Background: an optimization exercise with open tools, aiming at small area. Do not read the settings as production practice.
In this exercise RTL edits were held to simulation tests only and were not proved equivalent to the original.
Power figures rest on the tool's default switching activity, not on a simulated workload.

## flow/run.sh

```bash
#!/bin/bash
# Standard ORFS layout (standard.sh, synthesis included) with two changes:
# one-drive buffers on the ports, and a clock tree of clkbuf_8 leaf
# clusters without dummy loads.
set -uo pipefail
export BUFFER_PORTS_ARGS="-buffer_cell sky130_fd_sc_hd__buf_1"
export CTS_ARGS="-sink_clustering_enable -repair_clock_nets -dont_use_dummy_load -buf_list sky130_fd_sc_hd__clkbuf_8 -sink_clustering_size 18 -sink_clustering_max_diameter 60"
bash standard.sh finish > flow_make.log 2>&1
```

## standard.sh

```bash
#!/bin/bash
# synth_recipe.tcl (not shown) runs the flow's synth.tcl, then flattens the netlist and writes it again
# the make line also repeats each setting of config.mk as NAME=value (left out here)
make -C /OpenROAD-flow-scripts/flow DESIGN_CONFIG=/design/flow/config.mk WORK_HOME=/design/flow/orfs CLKGATE_MAP_FILE= SYNTH_SCRIPT=/design/flow/synth_recipe.tcl "${@:-finish}"
```

## config.mk

```make
export PLATFORM = sky130hd
export DESIGN_NAME = fetch_unit
export DESIGN_NICKNAME = fetch_unit
export VERILOG_FILES = /design/flow/design.v
export SDC_FILE = /design/flow/constraint.sdc
export NUM_CORES = 4
export LEC_CHECK = 0
export CAP_MARGIN = 0
export CORE_MARGIN = 2
export CORE_UTILIZATION = 60
export SLEW_MARGIN = 0
export SYNTH_HIERARCHICAL = 1
```

## design.v

```verilog
`default_nettype none
`timescale 1ns/1ps
package fetch_pkg;
    localparam int ADDR_W      = 32;
    localparam int OFFSET_W    = 2;
    localparam int SET_W       = 3;
    localparam int SETS        = 8;
    localparam int WAYS        = 2;
    localparam int TAG_W       = ADDR_W - SET_W - OFFSET_W;
    localparam int INSTR_BYTES = 4;
    localparam int CTR_W = 2;
    localparam logic [CTR_W-1:0] CTR_RESET         = 2'b01;
    localparam logic [CTR_W-1:0] CTR_NEW_TAKEN     = 2'b10;
    localparam logic [CTR_W-1:0] CTR_NEW_NOT_TAKEN = 2'b01;
    typedef struct packed {
        logic [TAG_W-1:0]    tag;
        logic [SET_W-1:0]    set;
        logic [OFFSET_W-1:0] offset;
    } btb_addr_fields_t;
    typedef union packed {
        logic [ADDR_W-1:0] raw;
        btb_addr_fields_t  f;
    } btb_addr_u;
endpackage
`default_nettype wire
`timescale 1ns/1ps
`default_nettype none
module btb_dec3 (
    input  logic [2:0] a,
    output logic [7:0] y
);
    always_comb begin
        for (int i = 0; i < 8; i++) y[i] = (a == 3'(i));
    end
endmodule
module btb_rd8 #(
    parameter int W = 1
) (
    input  logic [7:0]     sel,
    input  logic [8*W-1:0] d,
    output logic [W-1:0]   q
);
    for (genvar b = 0; b < W; b++) begin : g_bit
        logic n0, n1;
        btb_aoi222 u_a (.a0(sel[0]), .b0(d[0*W+b]), .a1(sel[1]), .b1(d[1*W+b]),
                        .a2(sel[2]), .b2(d[2*W+b]), .y(n0));
        btb_aoi222 u_b (.a0(sel[3]), .b0(d[3*W+b]), .a1(sel[4]), .b1(d[4*W+b]),
                        .a2(sel[5]), .b2(d[5*W+b]), .y(n1));
        btb_rd_tail u_t (.n0(n0), .n1(n1), .a0(sel[6]), .b0(d[6*W+b]),
                         .a1(sel[7]), .b1(d[7*W+b]), .y(q[b]));
    end
endmodule
module btb_aoi222 (
    input  logic a0, b0, a1, b1, a2, b2,
    output logic y
);
    assign y = !((a0 && b0) || (a1 && b1) || (a2 && b2));
endmodule
module btb_rd_tail (
    input  logic n0, n1, a0, b0, a1, b1,
    output logic y
);
    assign y = !(n0 && n1 && !(a0 && b0) && !(a1 && b1));
endmodule
module btb_nand2 (
    input  logic a, b,
    output logic y
);
    assign y = !(a && b);
endmodule
module btb_rd16s #(
    parameter int W = 1
) (
    input  logic [7:0]     sel0,
    input  logic [7:0]     sel1,
    input  logic           sel_seq,
    input  logic [8*W-1:0] d0,
    input  logic [8*W-1:0] d1,
    input  logic [W-1:0]   seq,
    output logic [W-1:0]   q
);
    for (genvar b = 0; b < W; b++) begin : g_bit
        logic n0, n1, n2, n3, n4;
        btb_aoi222 u_a (.a0(sel0[0]), .b0(d0[0*W+b]), .a1(sel0[1]), .b1(d0[1*W+b]),
                        .a2(sel0[2]), .b2(d0[2*W+b]), .y(n0));
        btb_aoi222 u_b (.a0(sel0[3]), .b0(d0[3*W+b]), .a1(sel0[4]), .b1(d0[4*W+b]),
                        .a2(sel0[5]), .b2(d0[5*W+b]), .y(n1));
        btb_aoi222 u_c (.a0(sel0[6]), .b0(d0[6*W+b]), .a1(sel0[7]), .b1(d0[7*W+b]),
                        .a2(sel1[0]), .b2(d1[0*W+b]), .y(n2));
        btb_aoi222 u_d (.a0(sel1[1]), .b0(d1[1*W+b]), .a1(sel1[2]), .b1(d1[2*W+b]),
                        .a2(sel1[3]), .b2(d1[3*W+b]), .y(n3));
        btb_aoi222 u_e (.a0(sel1[4]), .b0(d1[4*W+b]), .a1(sel1[5]), .b1(d1[5*W+b]),
                        .a2(sel1[6]), .b2(d1[6*W+b]), .y(n4));
        btb_rd16_tail u_f (.n({n4, n3, n2, n1, n0}), .a0(sel1[7]), .b0(d1[7*W+b]),
                           .a1(sel_seq), .b1(seq[b]), .y(q[b]));
    end
endmodule
module btb_rd16_tail (
    input  logic [4:0] n,
    input  logic       a0, b0, a1, b1,
    output logic       y
);
    assign y = !((&n) && !(a0 && b0) && !(a1 && b1));
endmodule
`default_nettype wire
`timescale 1ns/1ps
`default_nettype none
module btb_cmp (
    input  logic                         valid,
    input  logic [fetch_pkg::TAG_W-1:0]  tag,
    input  logic [fetch_pkg::TAG_W-1:0]  addr_tag,
    output logic                         hit
);
    assign hit = valid && (tag == addr_tag);
endmodule
module btb_inc (
    input  logic [fetch_pkg::ADDR_W-1:0] pc,
    output logic [fetch_pkg::ADDR_W-1:0] seq
);
    logic [fetch_pkg::ADDR_W:3] c;
    assign seq[1:0] = pc[1:0];
    assign seq[2]   = !pc[2];
    assign c[3]     = pc[2];
    for (genvar i = 3; i < fetch_pkg::ADDR_W; i++) begin : g_bit
        if (i % 2 == 1) begin : g_p
            btb_inc_p u_st (.a(pc[i]), .c(c[i]), .s(seq[i]), .c_n(c[i+1]));
        end else begin : g_n
            btb_inc_n u_st (.a(pc[i]), .c_n(c[i]), .s(seq[i]), .c(c[i+1]));
        end
    end
endmodule
module btb_inc_p (
    input  logic a, c,
    output logic s, c_n
);
    btb_xor2  u_s (.a(a), .b(c), .y(s));
    btb_nand2 u_c (.a(a), .b(c), .y(c_n));
endmodule
module btb_inc_n (
    input  logic a, c_n,
    output logic s, c
);
    logic a_n;
    btb_xnor2 u_s (.a(a), .b(c_n), .y(s));
    btb_inv   u_i (.a(a), .y(a_n));
    btb_nor2  u_c (.a(c_n), .b(a_n), .y(c));
endmodule
module btb_xor2 (
    input  logic a, b,
    output logic y
);
    assign y = a ^ b;
endmodule
module btb_xnor2 (
    input  logic a, b,
    output logic y
);
    assign y = !(a ^ b);
endmodule
module btb_nor2 (
    input  logic a, b,
    output logic y
);
    assign y = !(a || b);
endmodule
module btb_inv (
    input  logic a,
    output logic y
);
    assign y = !a;
endmodule
module btb_ao222 (
    input  logic a0, b0, a1, b1, a2, b2,
    output logic y
);
    assign y = (a0 && b0) || (a1 && b1) || (a2 && b2);
endmodule
`default_nettype wire
`timescale 1ns/1ps
`default_nettype none
module btb_update (
    input  logic       hit0,
    input  logic       hit1,
    input  logic [1:0] st,         
    input  logic [1:0] ctr0,
    input  logic [1:0] ctr1,
    input  logic       taken,
    output logic       way,        
    output logic [1:0] new_ctr
);
    logic [1:0] ctr;
    assign way    = hit0 ? 1'b0 : (hit1 ? 1'b1 : st[0]);
    assign ctr    = hit0 ? ctr0 : ctr1;
    always_comb begin
        if (hit0 || hit1) begin
            new_ctr = ctr;
            if (taken && ctr != 2'b11)
                new_ctr = ctr + 2'b01;
            else if (!taken && ctr != 2'b00)
                new_ctr = ctr - 2'b01;
        end else begin
            new_ctr = taken ? fetch_pkg::CTR_NEW_TAKEN
                            : fetch_pkg::CTR_NEW_NOT_TAKEN;
        end
    end
endmodule
`default_nettype wire
`timescale 1ns/1ps
`default_nettype none
module fetch_unit (
    input  logic                         clk,
    input  logic                         rst,
    input  logic                         pc_en,
    input  logic                         modify_pc_ex,
    input  logic [fetch_pkg::ADDR_W-1:0] update_pc_ex,
    input  logic                         update_btb_ex,
    input  logic [fetch_pkg::ADDR_W-1:0] pc_ex,
    input  logic [fetch_pkg::ADDR_W-1:0] jump_addr_ex,
    input  logic                         ex_branch_taken,
    output logic [fetch_pkg::ADDR_W-1:0] pc_if,
    output logic                         predicted_taken_if,
    output logic [fetch_pkg::ADDR_W-1:0] predicted_target_if
);
    localparam int SETS  = fetch_pkg::SETS;
    localparam int TAG_W = fetch_pkg::TAG_W;
    localparam int AW    = fetch_pkg::ADDR_W;
    logic [1:0]       st_q   [SETS];
    logic [TAG_W-1:0] tag0_q [SETS];
    logic [TAG_W-1:0] tag1_q [SETS];
    logic [AW-1:0]    tgt0_q [SETS];
    logic [AW-1:0]    tgt1_q [SETS];
    logic [1:0]       ctr0_q [SETS];
    logic [1:0]       ctr1_q [SETS];
    logic [AW-1:0]    pc_q;
    logic [SETS*TAG_W-1:0] tag0_rows, tag1_rows;
    logic [SETS*AW-1:0]    tgt0_rows, tgt1_rows;
    logic [SETS*4-1:0]     f_rows;    
    logic [SETS*6-1:0]     u_rows;    
    always_comb begin
        for (int s = 0; s < SETS; s++) begin
            tag0_rows[s*TAG_W +: TAG_W] = tag0_q[s];
            tag1_rows[s*TAG_W +: TAG_W] = tag1_q[s];
            tgt0_rows[s*AW +: AW]       = tgt0_q[s];
            tgt1_rows[s*AW +: AW]       = tgt1_q[s];
            f_rows[s*4 +: 4]            = {st_q[s], ctr1_q[s][1], ctr0_q[s][1]};
            u_rows[s*6 +: 6]            = {st_q[s], ctr1_q[s], ctr0_q[s]};
        end
    end
    logic [SETS-1:0]  f_dec;
    logic [TAG_W-1:0] f_tag0, f_tag1;
    logic [1:0]       f_st;
    logic             f_c0, f_c1;
    logic             f_hit0, f_hit1, f_tk0, f_tk1;
    logic [AW-1:0]    seq_pc;
    logic [AW-1:0]    pred_tgt;
    btb_dec3 u_fdec (.a(pc_q[4:2]), .y(f_dec));
    btb_rd8 #(.W(TAG_W)) u_ftag0 (.sel(f_dec), .d(tag0_rows), .q(f_tag0));
    btb_rd8 #(.W(TAG_W)) u_ftag1 (.sel(f_dec), .d(tag1_rows), .q(f_tag1));
    btb_rd8 #(.W(4))     u_fst   (.sel(f_dec), .d(f_rows),    .q({f_st, f_c1, f_c0}));
    btb_cmp u_fcmp0 (.valid(f_st[1] | f_st[0]), .tag(f_tag0), .addr_tag(pc_q[31:5]), .hit(f_hit0));
    btb_cmp u_fcmp1 (.valid(f_st[1]),           .tag(f_tag1), .addr_tag(pc_q[31:5]), .hit(f_hit1));
    btb_inc u_inc (.pc(pc_q), .seq(seq_pc));
    logic          f_seq;
    logic          pc_upd, pc_pred, pc_hold;
    logic [AW-1:0] pc_d;
    assign f_tk0 = f_hit0 && f_c0;
    assign f_tk1 = f_hit1 && f_c1;
    assign f_seq = !(f_tk0 || f_tk1);
    assign pc_upd  = pc_en && modify_pc_ex;
    assign pc_pred = pc_en && !modify_pc_ex;
    assign pc_hold = !pc_en;
    btb_rd16s #(.W(AW)) u_ftgt (
        .sel0(f_dec & {SETS{f_tk0}}), .sel1(f_dec & {SETS{f_tk1}}), .sel_seq(f_seq),
        .d0(tgt0_rows), .d1(tgt1_rows), .seq(seq_pc), .q(pred_tgt)
    );
    for (genvar b = 0; b < AW; b++) begin : g_pc
        btb_ao222 u_next (.a0(pc_upd), .b0(update_pc_ex[b]), .a1(pc_pred), .b1(pred_tgt[b]),
                          .a2(pc_hold), .b2(pc_q[b]), .y(pc_d[b]));
    end
    assign pc_if               = pc_q;
    assign predicted_taken_if  = !f_seq;
    assign predicted_target_if = pred_tgt;
    always_ff @(posedge clk or posedge rst) begin
        if (rst) pc_q <= '0;
        else     pc_q <= pc_d;
    end
    logic [SETS-1:0]  u_dec;
    logic [TAG_W-1:0] u_tag0, u_tag1;
    logic [1:0]       u_st, u_c0, u_c1, new_ctr;
    logic [SETS-1:0]  we0, we1;
    logic             u_hit0, u_hit1, u_way;
    btb_dec3 u_udec (.a(pc_ex[4:2]), .y(u_dec));
    btb_rd8 #(.W(TAG_W)) u_utag0 (.sel(u_dec), .d(tag0_rows), .q(u_tag0));
    btb_rd8 #(.W(TAG_W)) u_utag1 (.sel(u_dec), .d(tag1_rows), .q(u_tag1));
    btb_rd8 #(.W(6))     u_ust   (.sel(u_dec), .d(u_rows),    .q({u_st, u_c1, u_c0}));
    btb_cmp u_ucmp0 (.valid(u_st[1] | u_st[0]), .tag(u_tag0), .addr_tag(pc_ex[31:5]), .hit(u_hit0));
    btb_cmp u_ucmp1 (.valid(u_st[1]),           .tag(u_tag1), .addr_tag(pc_ex[31:5]), .hit(u_hit1));
    btb_update u_upd (
        .hit0(u_hit0), .hit1(u_hit1), .st(u_st), .ctr0(u_c0), .ctr1(u_c1),
        .taken(ex_branch_taken), .way(u_way), .new_ctr(new_ctr)
    );
    always_comb begin
        for (int s = 0; s < SETS; s++) begin
            we0[s] = update_btb_ex && u_dec[s] && !u_way;
            we1[s] = update_btb_ex && u_dec[s] && u_way;
        end
    end
    always_ff @(posedge clk or posedge rst) begin
        if (rst) begin
            for (int s = 0; s < SETS; s++) st_q[s] <= '0;
        end else begin
            for (int s = 0; s < SETS; s++)
                st_q[s] <= {st_q[s][1] || we1[s], we0[s] || (st_q[s][0] && !we1[s])};
        end
    end
    always_ff @(posedge clk) begin
        for (int s = 0; s < SETS; s++) begin
            if (we0[s]) begin
                tag0_q[s] <= pc_ex[31:5];
                tgt0_q[s] <= jump_addr_ex;
                ctr0_q[s] <= new_ctr;
            end
            if (we1[s]) begin
                tag1_q[s] <= pc_ex[31:5];
                tgt1_q[s] <= jump_addr_ex;
                ctr1_q[s] <= new_ctr;
            end
        end
    end
endmodule
`default_nettype wire
```

## constraint.sdc

```tcl
create_clock -name core_clock -period 10.0 [get_ports {clk}]
set_input_delay 2.0000 -clock core_clock [delete_from_list [all_inputs] [get_ports {clk}]]
set_output_delay 2.0000 -clock core_clock [all_outputs]
set_load 0.01 [all_outputs]
```

==> run summary <==
* Commonest cells after routing, fill and taps aside: edfxtp_1, a222oi_1, buf_1
* Detail Placement HPWL at 66.0 mm
* Die width at 260 um
* Status: finished clean
* Instance count on the critical path at 32
* Crit path kind: register to primary output
* Vias at 26200
* Cts bufs inserted at 70
* Leak at 0.0137 uW
* Remaining antenna violation count after routing at 0
* Worst R2R Setup Slack at 2.85 ns
* CP dominant cell by count: nor2_1
* Vias per cell at just under 8
* Peak supply drop at roughly 0.14 mV
* Power Dens Cells at 180 mW/mm2
* Worst-Skew Late Latency at 0.71 ns
* Setup TNS at 0 ns
* Hold violation count in the final report at 0
* CP startpoint kind: register
* Setup ws final at approximately 0.43 ns
* Synth Instances at 2169
* Crit Path Max Fanout at 12
* Dpl cells at 3276
* Req. time, crit path at about 8 ns
* Slew HR at approximately 15%
* H-tree depth at 3
* Root buf cell: clkbuf_8
* GRT Util Overall at 35.8%
* Die Y at roughly 260 um
* Initial antenna violation count at 10
* DR DRC count at 0
* GPL Wtd Cong at 0.849
* Largest net degree at the start of global routing at 61
* Worst min path class: register to register
* Finish-stage setup viols at 0
* Ratio of cells with drive above 1 in the final layout at 8.94%
* CP max stage delay at 0.72 ns
* FMAX at 0.104 GHz
* P&R area growth vs syn at 9.09%
* Smallest hold slack at approximately 0.5 ns
* CTS tree: done
* Max-Cap Viols at 0
* Routed length per instance at 36.7 um
* Synthesized Nets at about 2300
* CTS Sinks at 1024
* Data arrival, critical path at 7.57 ns
* Slew @ Worst Pin at 1.27 ns
* FF-to-FF path depth at 33
* Placement row count at 94
* Worst Setup EP: predicted_target_if[31]
* # IOs at 167
* Vias in the first global route at 25000
* RSZ-0062 raised after global routing: no
* YS warnings at 16
* Final Max Tran Viols at 0
* Global route overflow at 0
* Dpl cell area at 0.0421 mm2
* Crit path from: pc_q[4]
* CP max stage cell: dfrtp_1
* Period utilization at between 90% and 100%
* Capturing point of the worst reg2reg path: pc_q[31]
* Clock slew at reported path FFs at 0.11 ns
* Initial Util at 60.4%
* CP delay by family, top: simple AND/OR/NAND/NOR gates
* Crit end category: primary output
* Core footprint at 0.0654 mm2
* 1st-pass router iterations at 14
* Most common cell after layout, fill and taps aside: edfxtp_1
* Synthesized cell area at 0.0395 mm2
* Worst Path Buf+Inv at 2
* Mapped Avg Cell Area at roughly 18 um2
* Post-Place Setup Slack at 1.26 ns
* Maximum clock path buffer count at 3
* Design area at 0.0431 mm2
* Critical R2R Launch: pc_q[4]
* Period minus WS final at approximately 9.6 ns
* PortBufs at 164
* DR iter-0 viols at a little under 6000
* Final non-filler cell total at 3350
* First-pass GRT wire length at approximately 170 mm
* Final nets at 2588
* Final WL at 123 mm
* Clock Skews at between 0.07 and 0.08 ns
* Die ar. at 0.0678 mm2
## area by class of cell
class / instances / area [um2]
diodes: 4 / 10.0
clock buffers: 70 / 963
fillers: 4608 / 22300
inverters: 52 / 195
multi-input cells: 1088 / 8910
flip-flops and latches: 1024 / 30500
well taps: 864 / 1080
repair buffers: 248 / 1380
## layer usage
layer,GRT usage (%),up-vias,part of all wire (%)
li1,-,10400,-
met1,49.9,13300,36
met2,55.9,2128,47
met3,8.12,314,14
met4,13.6,12,3.6
met5,0,-,0.069
## how the worst min path moves through the flow
stage | cells past startpoint | endpoint | start | slack [ns]
floorplan | 1 | st_q[0][1] | st_q[0][1] | 0.45
global placement | 1 | st_q[2][1] | st_q[2][1] | 0.47
detailed placement | 1 | st_q[5][1] | st_q[5][1] | 0.48
CTS | 1 | st_q[5][1] | st_q[5][1] | 0.51
global route | 1 | st_q[6][1] | st_q[6][1] | 0.53
finish | 1 | st_q[5][1] | st_q[5][1] | 0.51
## power by group
group          leakage (uW)  internal [uW]  switching [uW]
logic               0.00375            340             629
clock network      0.000503            633            1240
registers           0.00940           4820             109
total                0.0137           5800            1970
## metrics by stage
stage	utilization [%]	total power (uW)
finish	65.8	7770
global route	65.8	7990
CTS	65.8	7760
detailed placement	64.3	5970
global placement	64.3	5940
floorplan	-	5530
## sequential cells by signal, indices dropped and copies added, names as in the netlist, named ones only
register  cells
tag0_q      216
tgt1_q      256
pc_q         32
tag1_q      216
ctr0_q       16
st_q          8
ctr1_q       16
tgt0_q      256
## worst reg2reg max path, delay by kind of cell, from the launching register on
family	cells	cell delay (ns)
compound gates	2	0.41
flops	1	0.72
buf+inv	2	0.19
xor+xnor	1	0.08
simple gates	28	5.66
## timing repair
action | in CTS | in global routing
setup buffers | 0 | 0
endpoints found under the hold margin | 0 | 0
gates resized for setup | 0 | 2
hold buffers | 0 | 0
endpoints found under the setup margin | 0 | 1

==> separate check: timing with driven ports <==
In the flow no input, the clock included, has a driving cell. The finished layout below was timed again as built, in two steps. Step 1, drivers: a clkbuf_16 drives clk and a buf_2 each remaining input, both assumed. Step 2 also shifts input and output timing later by t, the mid clock arrival at the registers, as if the neighbouring blocks saw the same clock. a / b / c = no drivers / after step 1 / after step 2; a / b = the first two.
shift t [ns]: 0.738
setup WS [ns]: 0.425 / 0.360 / 1.097
hold slack, ns: 0.514 / 0.514 / 0.514
cell pins on the clock port's net: 1
After both steps this run still meets setup and hold. For this run, drivers alone change the setup slack by -0.065 ns; drivers and shift together by +0.672 ns.
